What follows belongs to an exercise in optimizing a design on an open flow for small area, a short achievable clock period and few clock cycles; a production flow would make more cautious choices.
At most, simulation tests tie the RTL to the original design; equivalence was not proved.
No activity file was given, so power comes from the tool's default toggle rates.

==> 03-03: inputs <==
## cpu_top
module cpu_top (
    input  logic        clk,
    input  logic        rst,
    input  logic        run,
    input  logic        load_req,
    input  logic [5:0]  load_addr,
    input  logic [31:0] load_instr,
    output logic        load_ack,
    output logic        retire_valid,
    output logic [3:0]  retire_rd,
    output logic [31:0] retire_data
);
==> flow/config.mk <==
export PLATFORM = sky130hd
export DESIGN_NAME = cpu_top
export DESIGN_NICKNAME = cpu_top
export VERILOG_FILES = /design/flow/design.v
export SDC_FILE = /design/flow/constraint.sdc
export NUM_CORES = 4
export LEC_CHECK = 0
export CAP_MARGIN = 20
export CORE_MARGIN = 2
export CORE_UTILIZATION = 50
export SETUP_SLACK_MARGIN = 3.2
export SLEW_MARGIN = 20
export TNS_END_PERCENT = 50
==> flow/constraint.sdc <==
create_clock -name core_clock -period 6.0 [get_ports {clk}]
set_input_delay 1.2000 -clock core_clock [delete_from_list [all_inputs] [get_ports {clk}]]
set_output_delay 1.2000 -clock core_clock [all_outputs]
set_load 0.01 [all_outputs]
run.sh (not shown) runs the stock make flow with config.mk's settings and CLKGATE_MAP_FILE= SYNTH_SCRIPT=/design/flow/synth_recipe.tcl, a recipe that flattens the netlist after the stock synthesis.
==> 07-28: changes against 03-03 <==
--- a/flow/design.v
+++ b/flow/design.v
@@ -181,14 +181,18 @@
     input  logic                   if_valid,   
     input  logic                   if_uses_b,
     input  logic [cpu_pkg::IW-2:0] if_instr,
     input  logic [31:0]            ex_data,
     input  logic                   mem_we,
     input  logic [3:0]             mem_rd,
-    input  logic [31:0]            mem_alu,
-    input  logic [31:0]            mem_ld,
+    input  logic                   mem_is_ld,
+    input  logic [31:0]            mem_alu,    
+    input  logic [31:0]            mem_ld,     
+    input  logic                   wb_we,
+    input  logic [3:0]             wb_rd,
+    input  logic [31:0]            wb_data,
     output logic                   stall,
     output logic                   id_we,
     output logic [3:0]             id_rd,
     output logic                   id_ld,
     output logic                   id_st,
     output logic                   id_sum,     
@@ -200,45 +204,48 @@
     output logic [31:0]            id_b,
     output logic [5:0]             id_imm6
 );
     logic [31:0] regs [0:cpu_pkg::NUM_REGS-1];
     logic [15:0] reg_v;
     always_ff @(posedge clk) begin
-        if (mem_we) regs[mem_rd] <= mem_alu | mem_ld;
+        if (wb_we) regs[wb_rd] <= wb_data;
     end
     always_ff @(posedge clk) begin
-        if (mem_clr)     reg_v <= '0;
-        else if (mem_we) reg_v[mem_rd] <= 1'b1;
+        if (mem_clr)    reg_v <= '0;
+        else if (wb_we) reg_v[wb_rd] <= 1'b1;
     end
     logic        v;
     logic [1:0]  t;
     logic [3:0]  rn;
     logic [3:0]  rb;
     logic [10:0] imm;
     logic        is_alu, is_st, is_ld, uses_b;
     logic [3:0]  rd;
     logic [31:0] a_val, b_val;
     logic        ex_a, ex_b;       
     logic        m_a, m_b;         
+    logic        is_sub;
     assign v      = if_valid;
     assign t      = if_instr[20:19];
     assign rn     = if_instr[18:15];
     assign rb     = if_instr[14:11];
     assign imm    = if_instr[10:0];
     assign is_alu = t == cpu_pkg::T_ALU;
     assign is_ld  = t == cpu_pkg::T_LDR;
     assign is_st  = t == cpu_pkg::T_STR;
     assign uses_b = if_uses_b;
     assign rd     = is_alu ? imm[10:7] : rb;
-    assign a_val = reg_v[rn] ? regs[rn] : 32'd0;
-    assign b_val = reg_v[rb] ? regs[rb] : 32'd0;
+    assign a_val = (wb_we && wb_rd == rn) ? wb_data : (reg_v[rn] ? regs[rn] : 32'd0);
+    assign b_val = (wb_we && wb_rd == rb) ? wb_data : (reg_v[rb] ? regs[rb] : 32'd0);
     assign ex_a  = id_we && id_rd == rn;
     assign ex_b  = id_we && id_rd == rb && uses_b;
     assign m_a   = mem_we && mem_rd == rn;
     assign m_b   = mem_we && mem_rd == rb && uses_b;
-    assign stall = v && id_ld && (id_rd == rn || (uses_b && id_rd == rb));
+    assign is_sub = is_alu && imm[1];
+    assign stall  = v && ((id_ld && (id_rd == rn || (uses_b && id_rd == rb))) ||
+                          (is_sub && (ex_b || (m_b && mem_is_ld))));
     always_ff @(posedge clk) begin
         if (rst || stall) begin
             id_we <= 1'b0;
             id_ld <= 1'b0;
             id_st <= 1'b0;
         end else begin
@@ -251,21 +258,21 @@
         id_rd   <= rd;
         id_sum  <= is_alu ? (imm[0] || imm[1]) : (t == cpu_pkg::T_ADDI);
         id_sub  <= is_alu && imm[1];
         id_and  <= is_alu && imm[2];
         id_or   <= is_alu && imm[3];
         id_xor  <= is_alu && imm[4];
-        id_a    <= ({32{ex_a}}               & ex_data)
-                 | ({32{!ex_a && m_a}}       & mem_alu)
-                 | ({32{!ex_a && !m_a}}      & a_val)
-                 | ({32{!ex_a && m_a}}       & mem_ld);
-        id_b    <= ((({32{ex_b}}             & ex_data)
-                  | ({32{!ex_b && m_b}}      & mem_alu)
-                  | ({32{uses_b && !ex_b && !m_b}} & b_val)
-                  | ({32{!ex_b && m_b}}      & mem_ld)) ^ {32{is_alu && imm[1]}})
-                 | ({32{!uses_b}} & {21'd0, imm});
+        id_a    <= ({32{ex_a}}                   & ex_data)
+                 | ({32{!ex_a && m_a}}           & mem_ld)
+                 | ({32{!ex_a && m_a}}           & mem_alu)
+                 | ({32{!ex_a && !m_a}}          & a_val);
+        id_b    <= ({32{ex_b}}                   & ex_data)
+                 | ({32{!ex_b && m_b}}           & mem_ld)
+                 | ({32{!ex_b && m_b}}           & (mem_alu ^ {32{is_sub}}))
+                 | ({32{uses_b && !ex_b && !m_b}} & (b_val ^ {32{is_sub}}))
+                 | ({32{!uses_b}}                & {21'd0, imm});
         id_imm6 <= imm[5:0];
     end
 endmodule
 module execute_stage (
     input  logic [31:0] a,
     input  logic [31:0] b,
@@ -328,35 +335,33 @@
     assign hit_lo = sum_hot(base[2:0], imm6[2:0], 1'b0);
     assign hit_hi = sum_hot(base[5:3], imm6[5:3], c3);
 endmodule
 module memory_stage (
     input  logic        clk,
     input  logic        mem_clr,
-    input  logic [7:0]  w_lo,       
-    input  logic [7:0]  w_hi,
-    input  logic        we,
-    input  logic [31:0] wdata,
-    input  logic [7:0]  hit_lo,     
+    input  logic [7:0]  hit_lo,
     input  logic [7:0]  hit_hi,
     input  logic        re,
+    input  logic        we,
+    input  logic [31:0] wdata,
     output logic [31:0] rdata
 );
     logic [31:0] dmem [0:cpu_pkg::DMEM_DEPTH-1];
     logic [63:0] dmem_v;
     always_ff @(posedge clk) begin
         for (int g = 0; g < 8; g++) begin
             for (int w = 0; w < 8; w++) begin
-                if (we && w_hi[g] && w_lo[w]) dmem[8*g + w] <= wdata;
+                if (we && hit_hi[g] && hit_lo[w]) dmem[8*g + w] <= wdata;
             end
         end
     end
     always_ff @(posedge clk) begin
         for (int g = 0; g < 8; g++) begin
             for (int w = 0; w < 8; w++) begin
                 if (mem_clr)                           dmem_v[8*g + w] <= 1'b0;
-                else if (we && w_hi[g] && w_lo[w])     dmem_v[8*g + w] <= 1'b1;
+                else if (we && hit_hi[g] && hit_lo[w]) dmem_v[8*g + w] <= 1'b1;
             end
         end
     end
     logic [31:0] grp [0:7];
     always_comb begin
         for (int g = 0; g < 8; g++) begin
@@ -391,16 +396,19 @@
     logic        id_we, id_ld, id_st, id_sum, id_sub, id_and, id_or, id_xor;
     logic [3:0]  id_rd;
     logic [31:0] id_a, id_b;
     logic [5:0]  id_imm6;
     logic [31:0] store_data, alu_result, ld_data;
     logic [7:0]  hit_lo, hit_hi;
-    logic        em_we, em_ld;
+    logic        em_we, em_ld, em_st;
     logic [3:0]  em_rd;
-    logic [31:0] em_alu;
+    logic [31:0] em_alu, em_sdata;
     logic [7:0]  em_hlo, em_hhi;
+    logic        wb_we;
+    logic [3:0]  wb_rd;
+    logic [31:0] wb_alu, wb_ld, wb_data;
     always_ff @(posedge clk) mem_clr <= rst;
     fetch_stage u_fetch (
         .clk        (clk),
         .rst        (rst),
         .mem_clr    (mem_clr),
         .run        (run),
@@ -420,14 +428,18 @@
         .if_valid (if_valid),
         .if_uses_b(if_uses_b),
         .if_instr (if_instr),
         .ex_data  (alu_result),
         .mem_we   (em_we),
         .mem_rd   (em_rd),
+        .mem_is_ld(em_ld),
         .mem_alu  (em_alu),
         .mem_ld   (ld_data),
+        .wb_we    (wb_we),
+        .wb_rd    (wb_rd),
+        .wb_data  (wb_data),
         .stall    (stall),
         .id_we    (id_we),
         .id_rd    (id_rd),
         .id_ld    (id_ld),
         .id_st    (id_st),
         .id_sum   (id_sum),
@@ -451,37 +463,51 @@
         .store_data (store_data),
         .hit_lo     (hit_lo),
         .hit_hi     (hit_hi),
         .result     (alu_result)
     );
     always_ff @(posedge clk) begin
-        if (rst) em_we <= 1'b0;
-        else     em_we <= id_we;
+        if (rst) begin
+            em_we <= 1'b0;
+            em_st <= 1'b0;
+        end else begin
+            em_we <= id_we;
+            em_st <= id_st;
+        end
     end
     always_ff @(posedge clk) begin
         em_ld    <= id_ld;
         em_rd    <= id_rd;
         em_alu   <= alu_result;
+        em_sdata <= store_data;
         em_hlo   <= hit_lo;
         em_hhi   <= hit_hi;
     end
     memory_stage u_memory (
         .clk     (clk),
         .mem_clr (mem_clr),
-        .w_lo    (hit_lo),
-        .w_hi    (hit_hi),
-        .we      (id_st),
-        .wdata   (store_data),
         .hit_lo  (em_hlo),
         .hit_hi  (em_hhi),
         .re      (em_ld),
+        .we      (em_st),
+        .wdata   (em_sdata),
         .rdata   (ld_data)
     );
     always_ff @(posedge clk) begin
+        if (rst) wb_we <= 1'b0;
+        else     wb_we <= em_we;
+    end
+    always_ff @(posedge clk) begin
+        wb_rd  <= em_rd;
+        wb_alu <= em_alu;
+        wb_ld  <= ld_data;
+    end
+    assign wb_data = wb_alu | wb_ld;
+    always_ff @(posedge clk) begin
         if (rst) retire_valid <= 1'b0;
-        else     retire_valid <= em_we;
+        else     retire_valid <= wb_we;
     end
     always_ff @(posedge clk) begin
-        retire_rd   <= em_rd;
-        retire_data <= em_alu | ld_data;
+        retire_rd   <= wb_rd;
+        retire_data <= wb_data;
     end
 endmodule
==> flow/flow/run.sh (new file) <==
#!/bin/bash
# The standard layout, except that every input and output port gets a
# sky130_fd_sc_hd__buf_4 as its port buffer (the standard flow's own pick
# can be a slow delay cell). The full make output goes to standard.log here;
# each step's own log is under orfs/logs/.
set -euo pipefail
bash standard.sh "BUFFER_PORTS_ARGS=-buffer_cell sky130_fd_sc_hd__buf_4" finish > standard.log 2>&1
==> flow/standard.sh (new file) <==
#!/bin/bash
# synth_recipe.tcl (not shown) runs the flow's synth.tcl, then flattens the netlist and writes it again
# the make line also repeats each setting of config.mk as NAME=value (left out here)
make -C /OpenROAD-flow-scripts/flow DESIGN_CONFIG=/design/flow/config.mk WORK_HOME=/design/flow/orfs CLKGATE_MAP_FILE= SYNTH_SCRIPT=/design/flow/synth_recipe.tcl "${@:-finish}"
Settings changed: SETUP_SLACK_MARGIN 3.2 to 3.3, TNS_END_PERCENT 50 to 20.
removed: flow/run.sh
==> notes.md <==
Post-CTS sizing: 07-28 709; 03-03 1,105
Filler cell count: 07-28 22,480; 03-03 21,170
Fraction of the mapped netlist area in compound gates: 07-28 11.89%; 03-03 12.60%
Die Span Y: 07-28 556.1 µm; 03-03 550.1 µm
Placeable core region: 07-28 303,000 µm²; 03-03 296,800 µm²
Final critical-path share of the clock period: 07-28 52.16%; 03-03 58.11%
Pwr Total: 07-28 60.12 mW; 03-03 58.40 mW
Actual transition at the worst max-transition pin: 07-28 1.163 ns; 03-03 1.196 ns
Grt met2 use: 07-28 44.12%; 03-03 47.01%
Non-filler cells, final: 07-28 14,110; 03-03 14,190
Run status: 07-28 complete, no violations; 03-03 complete, no violations
Fraction of the mapped netlist area in simple logic gates: 07-28 4.036%; 03-03 3.247%
Net Switching: 07-28 12.23 mW; 03-03 12.00 mW
Testbench counts of 03-03, summed over its fixed seeds: cycles 25,321.
Testbench counts of 07-28, summed over its fixed seeds: cycles 25,521.

==> inputs of run G <==
==> flow/design.v <==
package cpu_pkg;
    localparam int IMEM_DEPTH = 64;
    localparam int DMEM_DEPTH = 64;
    localparam int NUM_REGS   = 16;
    localparam int IW         = 22;   
    localparam logic [4:0] OP_ADD  = 5'd1;
    localparam logic [4:0] OP_SUB  = 5'd2;
    localparam logic [4:0] OP_AND  = 5'd3;
    localparam logic [4:0] OP_ORR  = 5'd4;
    localparam logic [4:0] OP_EOR  = 5'd5;
    localparam logic [4:0] OP_ADDI = 5'd6;
    localparam logic [4:0] OP_LDR  = 5'd7;
    localparam logic [4:0] OP_STR  = 5'd8;
    localparam logic [1:0] T_ALU  = 2'd0;
    localparam logic [1:0] T_ADDI = 2'd1;
    localparam logic [1:0] T_LDR  = 2'd2;
    localparam logic [1:0] T_STR  = 2'd3;
endpackage
module pipe_reg #(
    parameter int W = 1
) (
    input  logic         clk,
    input  logic         clr,
    input  logic [W-1:0] d,
    output logic [W-1:0] q
);
    always_ff @(posedge clk) begin
        if (clr) q <= '0;
        else     q <= d;
    end
endmodule
module fetch_stage (
    input  logic                   clk,
    input  logic                   rst,
    input  logic                   mem_clr,    
    input  logic                   run,
    input  logic                   load_req,
    input  logic [5:0]             load_addr,
    input  logic [31:0]            load_instr,
    output logic                   load_ack,
    output logic                   f_valid,    
    output logic [cpu_pkg::IW-1:0] f_instr
);
    localparam int IW = cpu_pkg::IW;
    logic [IW-2:0] ring [0:63];    
    logic [63:0]   ring_v;
    logic [5:0]    cnt;
    logic          go;
    logic [2:0]    sel;
    logic          req_q;
    logic [5:0]    addr_q;
    logic [IW-1:0] enc_q;
    logic          pend;
    logic          wr;
    logic [4:0] op;
    logic       is_alu;
    logic [IW-1:0] enc;
    assign op     = load_instr[27:23];
    assign is_alu = op == cpu_pkg::OP_ADD || op == cpu_pkg::OP_SUB || op == cpu_pkg::OP_AND ||
                    op == cpu_pkg::OP_ORR || op == cpu_pkg::OP_EOR;
    always_comb begin
        enc        = '0;
        enc[21]    = is_alu || op == cpu_pkg::OP_ADDI || op == cpu_pkg::OP_LDR ||
                     op == cpu_pkg::OP_STR;
        enc[20:19] = is_alu                 ? cpu_pkg::T_ALU  :
                     op == cpu_pkg::OP_ADDI ? cpu_pkg::T_ADDI :
                     op == cpu_pkg::OP_LDR  ? cpu_pkg::T_LDR  : cpu_pkg::T_STR;
        enc[18:15] = load_instr[22:19];
        enc[14:11] = (is_alu || op == cpu_pkg::OP_STR) ? load_instr[18:15] : load_instr[14:11];
        if (is_alu) begin
            enc[10:7] = load_instr[14:11];
            enc[6:5]  = 2'b00;
            enc[4]    = op == cpu_pkg::OP_EOR;
            enc[3]    = op == cpu_pkg::OP_ORR;
            enc[2]    = op == cpu_pkg::OP_AND;
            enc[1]    = op == cpu_pkg::OP_SUB;
            enc[0]    = op == cpu_pkg::OP_ADD;
        end else begin
            enc[10:0] = load_instr[10:0];
        end
    end
    always_ff @(posedge clk) begin
        addr_q <= load_addr;
        enc_q  <= enc;
    end
    assign wr = pend && cnt == addr_q;
    always_ff @(posedge clk) begin
        if (rst) begin
            req_q    <= 1'b0;
            pend     <= 1'b0;
            load_ack <= 1'b0;
        end else begin
            req_q <= load_req;
            if (wr) begin
                pend     <= 1'b0;
                load_ack <= 1'b1;
            end else if (req_q && !load_ack && !pend) begin
                pend <= 1'b1;
            end else if (!req_q) begin
                load_ack <= 1'b0;
            end
        end
    end
    always_ff @(posedge clk) begin
        ring[0] <= wr ? enc_q[IW-2:0] : ring[63];
        for (int i = 1; i < 64; i++) begin
            ring[i] <= ring[i-1];
        end
    end
    always_ff @(posedge clk) begin
        if (mem_clr) begin
            ring_v <= '0;
        end else begin
            ring_v <= {ring_v[62:0], wr ? enc_q[IW-1] : ring_v[63]};
        end
    end
    always_ff @(posedge clk) begin
        if (rst) cnt <= '0;
        else     cnt <= cnt + 1'b1;
    end
    always_ff @(posedge clk) begin
        if (rst) begin
            go  <= 1'b0;
            sel <= '0;
        end else begin
            go <= run && (go || cnt[2:0] == 3'd7);
            if (!go) sel <= cnt[5:3] + 1'b1;
        end
    end
    logic [IW-2:0] tap;
    logic          tap_v;
    always_comb begin
        case (sel)
            3'd0:    begin tap = ring[63]; tap_v = ring_v[63]; end
            3'd1:    begin tap = ring[7];  tap_v = ring_v[7];  end
            3'd2:    begin tap = ring[15]; tap_v = ring_v[15]; end
            3'd3:    begin tap = ring[23]; tap_v = ring_v[23]; end
            3'd4:    begin tap = ring[31]; tap_v = ring_v[31]; end
            3'd5:    begin tap = ring[39]; tap_v = ring_v[39]; end
            3'd6:    begin tap = ring[47]; tap_v = ring_v[47]; end
            default: begin tap = ring[55]; tap_v = ring_v[55]; end
        endcase
    end
    assign f_valid = go;
    assign f_instr = {tap_v, tap};
endmodule
module decode_stage (
    input  logic                   clk,
    input  logic                   rst,
    input  logic                   mem_clr,
    input  logic                   f_valid,
    input  logic [cpu_pkg::IW-1:0] f_instr,
    input  logic                   ex_we,
    input  logic [3:0]             ex_rd,
    input  logic                   wb_we,
    input  logic [3:0]             wb_rd,
    input  logic [31:0]            wb_data,
    output logic                   id_we,
    output logic [3:0]             id_rd,
    output logic                   id_ld,
    output logic                   id_st,
    output logic                   id_sum,     
    output logic                   id_sub,
    output logic                   id_and,
    output logic                   id_or,
    output logic                   id_xor,
    output logic                   id_fwd_a,
    output logic                   id_fwd_b,
    output logic [31:0]            id_a,
    output logic [31:0]            id_b,
    output logic [5:0]             id_imm6
);
    logic [31:0] regs [0:cpu_pkg::NUM_REGS-1];
    logic [15:0] reg_v;
    always_ff @(posedge clk) begin
        if (wb_we) regs[wb_rd] <= wb_data;
    end
    always_ff @(posedge clk) begin
        if (mem_clr)    reg_v <= '0;
        else if (wb_we) reg_v[wb_rd] <= 1'b1;
    end
    logic        v;
    logic [1:0]  t;
    logic [3:0]  rn;
    logic [3:0]  rb;
    logic [10:0] imm;
    logic        is_alu, is_st, is_ld, uses_b;
    logic [3:0]  rd;
    logic [31:0] a_val, b_val;
    assign v      = f_valid && f_instr[21];
    assign t      = f_instr[20:19];
    assign rn     = f_instr[18:15];
    assign rb     = f_instr[14:11];
    assign imm    = f_instr[10:0];
    assign is_alu = t == cpu_pkg::T_ALU;
    assign is_ld  = t == cpu_pkg::T_LDR;
    assign is_st  = t == cpu_pkg::T_STR;
    assign uses_b = is_alu || is_st;
    assign rd     = is_alu ? imm[10:7] : rb;
    assign a_val = (wb_we && wb_rd == rn) ? wb_data : (reg_v[rn] ? regs[rn] : 32'd0);
    assign b_val = (wb_we && wb_rd == rb) ? wb_data : (reg_v[rb] ? regs[rb] : 32'd0);
    always_ff @(posedge clk) begin
        if (rst) begin
            id_we <= 1'b0;
            id_ld <= 1'b0;
            id_st <= 1'b0;
        end else begin
            id_we <= v && !is_st;
            id_ld <= v && is_ld;
            id_st <= v && is_st;
        end
    end
    always_ff @(posedge clk) begin
        id_rd    <= rd;
        id_sum   <= is_alu ? (imm[0] || imm[1]) : (t == cpu_pkg::T_ADDI);
        id_sub   <= is_alu && imm[1];
        id_and   <= is_alu && imm[2];
        id_or    <= is_alu && imm[3];
        id_xor   <= is_alu && imm[4];
        id_fwd_a <= ex_we && ex_rd == rn;
        id_fwd_b <= ex_we && ex_rd == rb && uses_b;
        id_a     <= a_val;
        id_b     <= uses_b ? b_val : {21'd0, imm};
        id_imm6  <= imm[5:0];
    end
endmodule
module execute_stage (
    input  logic        fwd_a,
    input  logic        fwd_b,
    input  logic [31:0] a,
    input  logic [31:0] b,
    input  logic [5:0]  imm6,
    input  logic [31:0] wb_data,
    input  logic        sum,
    input  logic        sub,
    input  logic        op_and,
    input  logic        op_or,
    input  logic        op_xor,
    input  logic        ld,
    input  logic [31:0] ld_data,
    output logic [31:0] store_data,
    output logic [5:0]  addr,
    output logic [31:0] result
);
    logic [31:0] op_a, op_b, s;
    assign op_a = fwd_a ? wb_data : a;
    assign op_b = fwd_b ? wb_data : b;
    assign s    = op_a + (op_b ^ {32{sub}}) + {31'd0, sub};
    assign addr = op_a[5:0] + imm6;
    assign store_data = op_b;
    assign result = ({32{sum}}    & s)
                  | ({32{op_and}} & (op_a & op_b))
                  | ({32{op_or}}  & (op_a | op_b))
                  | ({32{op_xor}} & (op_a ^ op_b))
                  | ({32{ld}}     & ld_data);
endmodule
module memory_stage (
    input  logic        clk,
    input  logic        mem_clr,
    input  logic [5:0]  addr,
    input  logic        we,
    input  logic [31:0] wdata,
    output logic [31:0] rdata
);
    logic [31:0] dmem [0:cpu_pkg::DMEM_DEPTH-1];
    logic [63:0] dmem_v;
    always_ff @(posedge clk) begin
        if (we) dmem[addr] <= wdata;
    end
    always_ff @(posedge clk) begin
        if (mem_clr) dmem_v <= '0;
        else if (we) dmem_v[addr] <= 1'b1;
    end
    assign rdata = dmem_v[addr] ? dmem[addr] : 32'd0;
endmodule
module cpu_top (
    input  logic        clk,
    input  logic        rst,
    input  logic        run,
    input  logic        load_req,
    input  logic [5:0]  load_addr,
    input  logic [31:0] load_instr,
    output logic        load_ack,
    output logic        retire_valid,
    output logic [3:0]  retire_rd,
    output logic [31:0] retire_data
);
    logic                   mem_clr;
    logic                   f_valid;
    logic [cpu_pkg::IW-1:0] f_instr;
    logic        id_we, id_ld, id_st, id_sum, id_sub, id_and, id_or, id_xor;
    logic        id_fwd_a, id_fwd_b;
    logic [3:0]  id_rd;
    logic [31:0] id_a, id_b;
    logic [5:0]  id_imm6;
    logic [31:0] store_data, ld_data, ex_result;
    logic [5:0]  daddr;
    logic        wb_we;
    logic [3:0]  wb_rd;
    logic [31:0] wb_data;
    always_ff @(posedge clk) mem_clr <= rst;
    fetch_stage u_fetch (
        .clk        (clk),
        .rst        (rst),
        .mem_clr    (mem_clr),
        .run        (run),
        .load_req   (load_req),
        .load_addr  (load_addr),
        .load_instr (load_instr),
        .load_ack   (load_ack),
        .f_valid    (f_valid),
        .f_instr    (f_instr)
    );
    decode_stage u_decode (
        .clk      (clk),
        .rst      (rst),
        .mem_clr  (mem_clr),
        .f_valid  (f_valid),
        .f_instr  (f_instr),
        .ex_we    (id_we),
        .ex_rd    (id_rd),
        .wb_we    (wb_we),
        .wb_rd    (wb_rd),
        .wb_data  (wb_data),
        .id_we    (id_we),
        .id_rd    (id_rd),
        .id_ld    (id_ld),
        .id_st    (id_st),
        .id_sum   (id_sum),
        .id_sub   (id_sub),
        .id_and   (id_and),
        .id_or    (id_or),
        .id_xor   (id_xor),
        .id_fwd_a (id_fwd_a),
        .id_fwd_b (id_fwd_b),
        .id_a     (id_a),
        .id_b     (id_b),
        .id_imm6  (id_imm6)
    );
    execute_stage u_execute (
        .fwd_a      (id_fwd_a),
        .fwd_b      (id_fwd_b),
        .a          (id_a),
        .b          (id_b),
        .imm6       (id_imm6),
        .wb_data    (wb_data),
        .sum        (id_sum),
        .sub        (id_sub),
        .op_and     (id_and),
        .op_or      (id_or),
        .op_xor     (id_xor),
        .ld         (id_ld),
        .ld_data    (ld_data),
        .store_data (store_data),
        .addr       (daddr),
        .result     (ex_result)
    );
    memory_stage u_memory (
        .clk     (clk),
        .mem_clr (mem_clr),
        .addr    (daddr),
        .we      (id_st),
        .wdata   (store_data),
        .rdata   (ld_data)
    );
    always_ff @(posedge clk) begin
        if (rst) wb_we <= 1'b0;
        else     wb_we <= id_we;
    end
    always_ff @(posedge clk) begin
        wb_rd   <= id_rd;
        wb_data <= ex_result;
    end
    assign retire_valid = wb_we;
    assign retire_rd    = wb_rd;
    assign retire_data  = wb_data;
endmodule
==> flow/run.sh <==
#!/bin/bash
# synth_recipe.tcl (not shown) runs the flow's synth.tcl, then flattens the netlist and writes it again
# the make line also repeats each setting of config.mk as NAME=value (left out here)
make -C /OpenROAD-flow-scripts/flow DESIGN_CONFIG=/design/flow/config.mk WORK_HOME=/design/flow/orfs CLKGATE_MAP_FILE= SYNTH_SCRIPT=/design/flow/synth_recipe.tcl finish
==> flow/config.mk <==
export PLATFORM = sky130hd
export DESIGN_NAME = cpu_top
export DESIGN_NICKNAME = cpu_top
export VERILOG_FILES = /design/flow/design.v
export SDC_FILE = /design/flow/constraint.sdc
export NUM_CORES = 4
export LEC_CHECK = 0
export CAP_MARGIN = 20
export CORE_MARGIN = 2
export CORE_UTILIZATION = 40
export SLEW_MARGIN = 20
==> flow/constraint.sdc <==
create_clock -name core_clock -period 6.0 [get_ports {clk}]
set_input_delay 1.2000 -clock core_clock [delete_from_list [all_inputs] [get_ports {clk}]]
set_output_delay 1.2000 -clock core_clock [all_outputs]
set_load 0.01 [all_outputs]
==> run K: changes against run G <==
--- a/flow/design.v
+++ b/flow/design.v
@@ -168,2 +168,3 @@
     output logic                   id_fwd_b,
+    output logic                   id_fwd_m,
     output logic [31:0]            id_a,
@@ -221,2 +222,3 @@
         id_fwd_b <= ex_we && ex_rd == rb && uses_b;
+        id_fwd_m <= ex_we && ex_rd == rn && (is_ld || is_st);
         id_a     <= a_val;
@@ -229,5 +231,5 @@
     input  logic        fwd_b,
+    input  logic        fwd_m,      
     input  logic [31:0] a,
     input  logic [31:0] b,
-    input  logic [5:0]  imm6,
     input  logic [31:0] wb_data,
@@ -241,3 +243,3 @@
     output logic [31:0] store_data,
-    output logic [5:0]  addr,
+    output logic [5:0]  base,
     output logic [31:0] result
@@ -248,3 +250,3 @@
     assign s    = op_a + (op_b ^ {32{sub}}) + {31'd0, sub};
-    assign addr = op_a[5:0] + imm6;
+    assign base = fwd_m ? wb_data[5:0] : a[5:0];
     assign store_data = op_b;
@@ -259,3 +261,4 @@
     input  logic        mem_clr,
-    input  logic [5:0]  addr,
+    input  logic [5:0]  base,
+    input  logic [5:0]  off,
     input  logic        we,
@@ -266,10 +269,43 @@
     logic [63:0] dmem_v;
+    logic [63:0] hit;
+    logic [3:0] term [0:5];
+    always_comb begin
+        for (int i = 0; i < 6; i++) begin
+            for (int j = 0; j < 4; j++) begin
+                if (i == 0) begin
+                    term[i][j] = (base[0] ^ off[0]) == j[1];
+                end else begin
+                    term[i][j] = (base[i] ^ off[i] ^ j[1]) ==
+                                 ((base[i-1] & off[i-1]) | ((base[i-1] | off[i-1]) & !j[0]));
+                end
+            end
+        end
+    end
+    always_comb begin
+        for (int k = 0; k < 64; k++) begin
+            logic [6:0] kk;
+            kk     = {k[5:0], 1'b0};
+            hit[k] = 1'b1;
+            for (int i = 0; i < 6; i++) begin
+                hit[k] = hit[k] & term[i][kk[i+1 -: 2]];
+            end
+        end
+    end
     always_ff @(posedge clk) begin
-        if (we) dmem[addr] <= wdata;
+        for (int k = 0; k < 64; k++) begin
+            if (we && hit[k]) dmem[k] <= wdata;
+        end
     end
     always_ff @(posedge clk) begin
-        if (mem_clr) dmem_v <= '0;
-        else if (we) dmem_v[addr] <= 1'b1;
+        for (int k = 0; k < 64; k++) begin
+            if (mem_clr)            dmem_v[k] <= 1'b0;
+            else if (we && hit[k])  dmem_v[k] <= 1'b1;
+        end
+    end
+    always_comb begin
+        rdata = '0;
+        for (int k = 0; k < 64; k++) begin
+            rdata = rdata | ({32{hit[k] && dmem_v[k]}} & dmem[k]);
+        end
     end
-    assign rdata = dmem_v[addr] ? dmem[addr] : 32'd0;
 endmodule
@@ -291,3 +327,3 @@
     logic        id_we, id_ld, id_st, id_sum, id_sub, id_and, id_or, id_xor;
-    logic        id_fwd_a, id_fwd_b;
+    logic        id_fwd_a, id_fwd_b, id_fwd_m;
     logic [3:0]  id_rd;
@@ -296,3 +332,3 @@
     logic [31:0] store_data, ld_data, ex_result;
-    logic [5:0]  daddr;
+    logic [5:0]  dbase;
     logic        wb_we;
@@ -335,2 +371,3 @@
         .id_fwd_b (id_fwd_b),
+        .id_fwd_m (id_fwd_m),
         .id_a     (id_a),
@@ -342,5 +379,5 @@
         .fwd_b      (id_fwd_b),
+        .fwd_m      (id_fwd_m),
         .a          (id_a),
         .b          (id_b),
-        .imm6       (id_imm6),
         .wb_data    (wb_data),
@@ -354,3 +391,3 @@
         .store_data (store_data),
-        .addr       (daddr),
+        .base       (dbase),
         .result     (ex_result)
@@ -360,3 +397,4 @@
         .mem_clr (mem_clr),
-        .addr    (daddr),
+        .base    (dbase),
+        .off     (id_imm6),
         .we      (id_st),
--- a/flow/config.mk
+++ b/flow/config.mk
@@ -7,5 +7,7 @@
 export LEC_CHECK = 0
+export ABC_CLOCK_PERIOD_IN_PS = 2800
 export CAP_MARGIN = 20
 export CORE_MARGIN = 2
-export CORE_UTILIZATION = 40
+export CORE_UTILIZATION = 60
+export SETUP_SLACK_MARGIN = 3.2
 export SLEW_MARGIN = 20
==> run Y: changes against run G <==
--- a/flow/design.v
+++ b/flow/design.v
@@ -168,2 +168,3 @@
     output logic                   id_fwd_b,
+    output logic                   id_fwd_m,
     output logic [31:0]            id_a,
@@ -221,2 +222,3 @@
         id_fwd_b <= ex_we && ex_rd == rb && uses_b;
+        id_fwd_m <= ex_we && ex_rd == rn && (is_ld || is_st);
         id_a     <= a_val;
@@ -229,5 +231,5 @@
     input  logic        fwd_b,
+    input  logic        fwd_m,      
     input  logic [31:0] a,
     input  logic [31:0] b,
-    input  logic [5:0]  imm6,
     input  logic [31:0] wb_data,
@@ -241,3 +243,3 @@
     output logic [31:0] store_data,
-    output logic [5:0]  addr,
+    output logic [5:0]  base,
     output logic [31:0] result
@@ -248,3 +250,3 @@
     assign s    = op_a + (op_b ^ {32{sub}}) + {31'd0, sub};
-    assign addr = op_a[5:0] + imm6;
+    assign base = fwd_m ? wb_data[5:0] : a[5:0];
     assign store_data = op_b;
@@ -254,3 +256,3 @@
                   | ({32{op_xor}} & (op_a ^ op_b))
-                  | ({32{ld}}     & ld_data);
+                  | ld_data;               
 endmodule
@@ -259,3 +261,5 @@
     input  logic        mem_clr,
-    input  logic [5:0]  addr,
+    input  logic [5:0]  base,
+    input  logic [5:0]  off,
+    input  logic        re,
     input  logic        we,
@@ -266,10 +270,49 @@
     logic [63:0] dmem_v;
-    always_ff @(posedge clk) begin
-        if (we) dmem[addr] <= wdata;
+    function automatic logic [7:0] sum_hot(input logic [2:0] a, input logic [2:0] b,
+                                           input logic cin);
+        logic [7:0] h;
+        logic [3:0] k;
+        for (int n = 0; n < 8; n++) begin
+            k    = {n[2:0], 1'b0};
+            h[n] = ((a[0] ^ b[0] ^ cin) == k[1]) &&
+                   ((a[1] ^ b[1] ^ ((a[0] & b[0]) | ((a[0] | b[0]) & !k[1]))) == k[2]) &&
+                   ((a[2] ^ b[2] ^ ((a[1] & b[1]) | ((a[1] | b[1]) & !k[2]))) == k[3]);
+        end
+        sum_hot = h;
+    endfunction
+    logic       c3;       
+    logic [7:0] hit_lo;
+    logic [7:0] hit_hi;
+    assign c3 = (base[2] & off[2]) | ((base[2] | off[2]) &
+                ((base[1] & off[1]) | ((base[1] | off[1]) & base[0] & off[0])));
+    assign hit_lo = sum_hot(base[2:0], off[2:0], 1'b0);
+    assign hit_hi = sum_hot(base[5:3], off[5:3], c3);
+    always_ff @(posedge clk) begin
+        for (int g = 0; g < 8; g++) begin
+            for (int w = 0; w < 8; w++) begin
+                if (we && hit_hi[g] && hit_lo[w]) dmem[8*g + w] <= wdata;
+            end
+        end
     end
     always_ff @(posedge clk) begin
-        if (mem_clr) dmem_v <= '0;
-        else if (we) dmem_v[addr] <= 1'b1;
+        for (int g = 0; g < 8; g++) begin
+            for (int w = 0; w < 8; w++) begin
+                if (mem_clr)                               dmem_v[8*g + w] <= 1'b0;
+                else if (we && hit_hi[g] && hit_lo[w])     dmem_v[8*g + w] <= 1'b1;
+            end
+        end
+    end
+    logic [31:0] grp [0:7];
+    always_comb begin
+        for (int g = 0; g < 8; g++) begin
+            grp[g] = '0;
+            for (int w = 0; w < 8; w++) begin
+                grp[g] = grp[g] | ({32{hit_lo[w] && dmem_v[8*g + w]}} & dmem[8*g + w]);
+            end
+        end
+        rdata = '0;
+        for (int g = 0; g < 8; g++) begin
+            rdata = rdata | ({32{hit_hi[g] && re}} & grp[g]);
+        end
     end
-    assign rdata = dmem_v[addr] ? dmem[addr] : 32'd0;
 endmodule
@@ -291,3 +334,3 @@
     logic        id_we, id_ld, id_st, id_sum, id_sub, id_and, id_or, id_xor;
-    logic        id_fwd_a, id_fwd_b;
+    logic        id_fwd_a, id_fwd_b, id_fwd_m;
     logic [3:0]  id_rd;
@@ -296,3 +339,3 @@
     logic [31:0] store_data, ld_data, ex_result;
-    logic [5:0]  daddr;
+    logic [5:0]  dbase;
     logic        wb_we;
@@ -335,2 +378,3 @@
         .id_fwd_b (id_fwd_b),
+        .id_fwd_m (id_fwd_m),
         .id_a     (id_a),
@@ -342,5 +386,5 @@
         .fwd_b      (id_fwd_b),
+        .fwd_m      (id_fwd_m),
         .a          (id_a),
         .b          (id_b),
-        .imm6       (id_imm6),
         .wb_data    (wb_data),
@@ -354,3 +398,3 @@
         .store_data (store_data),
-        .addr       (daddr),
+        .base       (dbase),
         .result     (ex_result)
@@ -360,3 +404,5 @@
         .mem_clr (mem_clr),
-        .addr    (daddr),
+        .base    (dbase),
+        .off     (id_imm6),
+        .re      (id_ld),
         .we      (id_st),
--- a/flow/config.mk
+++ b/flow/config.mk
@@ -7,5 +7,8 @@
 export LEC_CHECK = 0
+export ABC_CLOCK_PERIOD_IN_PS = 3000
 export CAP_MARGIN = 20
 export CORE_MARGIN = 2
-export CORE_UTILIZATION = 40
+export CORE_UTILIZATION = 50
+export SETUP_SLACK_MARGIN = 2.8
 export SLEW_MARGIN = 20
+export TNS_END_PERCENT = 20
==> run A: changes against run G <==
--- a/flow/design.v
+++ b/flow/design.v
@@ -168,2 +168,3 @@
     output logic                   id_fwd_b,
+    output logic                   id_fwd_m,
     output logic [31:0]            id_a,
@@ -221,2 +222,3 @@
         id_fwd_b <= ex_we && ex_rd == rb && uses_b;
+        id_fwd_m <= ex_we && ex_rd == rn && (is_ld || is_st);
         id_a     <= a_val;
@@ -229,5 +231,5 @@
     input  logic        fwd_b,
+    input  logic        fwd_m,      
     input  logic [31:0] a,
     input  logic [31:0] b,
-    input  logic [5:0]  imm6,
     input  logic [31:0] wb_data,
@@ -241,3 +243,3 @@
     output logic [31:0] store_data,
-    output logic [5:0]  addr,
+    output logic [5:0]  base,
     output logic [31:0] result
@@ -248,3 +250,3 @@
     assign s    = op_a + (op_b ^ {32{sub}}) + {31'd0, sub};
-    assign addr = op_a[5:0] + imm6;
+    assign base = fwd_m ? wb_data[5:0] : a[5:0];
     assign store_data = op_b;
@@ -259,3 +261,4 @@
     input  logic        mem_clr,
-    input  logic [5:0]  addr,
+    input  logic [5:0]  base,
+    input  logic [5:0]  off,
     input  logic        we,
@@ -266,10 +269,43 @@
     logic [63:0] dmem_v;
+    logic [63:0] hit;
+    logic [3:0] term [0:5];
+    always_comb begin
+        for (int i = 0; i < 6; i++) begin
+            for (int j = 0; j < 4; j++) begin
+                if (i == 0) begin
+                    term[i][j] = (base[0] ^ off[0]) == j[1];
+                end else begin
+                    term[i][j] = (base[i] ^ off[i] ^ j[1]) ==
+                                 ((base[i-1] & off[i-1]) | ((base[i-1] | off[i-1]) & !j[0]));
+                end
+            end
+        end
+    end
+    always_comb begin
+        for (int k = 0; k < 64; k++) begin
+            logic [6:0] kk;
+            kk     = {k[5:0], 1'b0};
+            hit[k] = 1'b1;
+            for (int i = 0; i < 6; i++) begin
+                hit[k] = hit[k] & term[i][kk[i+1 -: 2]];
+            end
+        end
+    end
     always_ff @(posedge clk) begin
-        if (we) dmem[addr] <= wdata;
+        for (int k = 0; k < 64; k++) begin
+            if (we && hit[k]) dmem[k] <= wdata;
+        end
     end
     always_ff @(posedge clk) begin
-        if (mem_clr) dmem_v <= '0;
-        else if (we) dmem_v[addr] <= 1'b1;
+        for (int k = 0; k < 64; k++) begin
+            if (mem_clr)            dmem_v[k] <= 1'b0;
+            else if (we && hit[k])  dmem_v[k] <= 1'b1;
+        end
+    end
+    always_comb begin
+        rdata = '0;
+        for (int k = 0; k < 64; k++) begin
+            rdata = rdata | ({32{hit[k] && dmem_v[k]}} & dmem[k]);
+        end
     end
-    assign rdata = dmem_v[addr] ? dmem[addr] : 32'd0;
 endmodule
@@ -291,3 +327,3 @@
     logic        id_we, id_ld, id_st, id_sum, id_sub, id_and, id_or, id_xor;
-    logic        id_fwd_a, id_fwd_b;
+    logic        id_fwd_a, id_fwd_b, id_fwd_m;
     logic [3:0]  id_rd;
@@ -296,3 +332,3 @@
     logic [31:0] store_data, ld_data, ex_result;
-    logic [5:0]  daddr;
+    logic [5:0]  dbase;
     logic        wb_we;
@@ -335,2 +371,3 @@
         .id_fwd_b (id_fwd_b),
+        .id_fwd_m (id_fwd_m),
         .id_a     (id_a),
@@ -342,5 +379,5 @@
         .fwd_b      (id_fwd_b),
+        .fwd_m      (id_fwd_m),
         .a          (id_a),
         .b          (id_b),
-        .imm6       (id_imm6),
         .wb_data    (wb_data),
@@ -354,3 +391,3 @@
         .store_data (store_data),
-        .addr       (daddr),
+        .base       (dbase),
         .result     (ex_result)
@@ -360,3 +397,4 @@
         .mem_clr (mem_clr),
-        .addr    (daddr),
+        .base    (dbase),
+        .off     (id_imm6),
         .we      (id_st),
--- a/flow/config.mk
+++ b/flow/config.mk
@@ -7,2 +7,3 @@
 export LEC_CHECK = 0
+export ABC_CLOCK_PERIOD_IN_PS = 2800
 export CAP_MARGIN = 20
@@ -10,2 +11,3 @@
 export CORE_UTILIZATION = 40
+export SETUP_SLACK_MARGIN = 3.2
 export SLEW_MARGIN = 20
==> notes <==
- Run G completed with no timing, DRC or antenna violations. Run K did not get past global routing, error GRT-0232. Run Y completed without violations. Run A failed in global routing.
- Between run G and run Y, the lower via count is in run Y (gap about 4.3%, measured against run Y).
- Register-to-register slack: run G is worse than run Y (2000 ps).
- Against run Y, the first-iteration DRC count of run G is larger by about 10%.
- Synthesized cell count: run Y is higher than run A (7.2%).
- Between run G and run K, the lower synthesized area is in run K (gap about 3%, measured against run K).
Testbench counts of run Y, summed over its fixed seeds: cycles 24,850.
No functional check of the RTL was part of run G, run K and run A.

==> re-timing with driven ports <==
In the flow no input, the clock included, has a driving cell. The finished layouts below were timed again as built, in two steps.
Step 1 assumes that a clkbuf_16 drives the clock port and a buf_2 every other input.
Step 2 moves the port delays by t, midway between the first and last clock arrival at a register: inputs arrive t later, outputs are due t later. That takes back most of the time a late clock gives input paths.
Three values: no drivers, after step 1, after step 2; two values: the first two.
| run | t, ns | setup WS [ns] | latest minus earliest clock arrival (ns) | worst data-port slew with drivers (ns) |
|---|---|---|---|---|
| 03-03 | 1.043 | 2.513 / 2.513 / 2.513 | 0.110 / 0.110 | 0.06 |
| 07-28 | 1.048 | 2.870 / 2.870 / 2.870 | 0.094 / 0.094 | 0.19 |
| run G | 1.064 | 0.068 / 0.068 / 0.068 | 0.114 / 0.114 | 0.04 |
| run Y | 1.030 | 2.063 / 2.063 / 2.063 | 0.078 / 0.078 | 0.07 |
After both steps setup and hold are still met in every run listed.
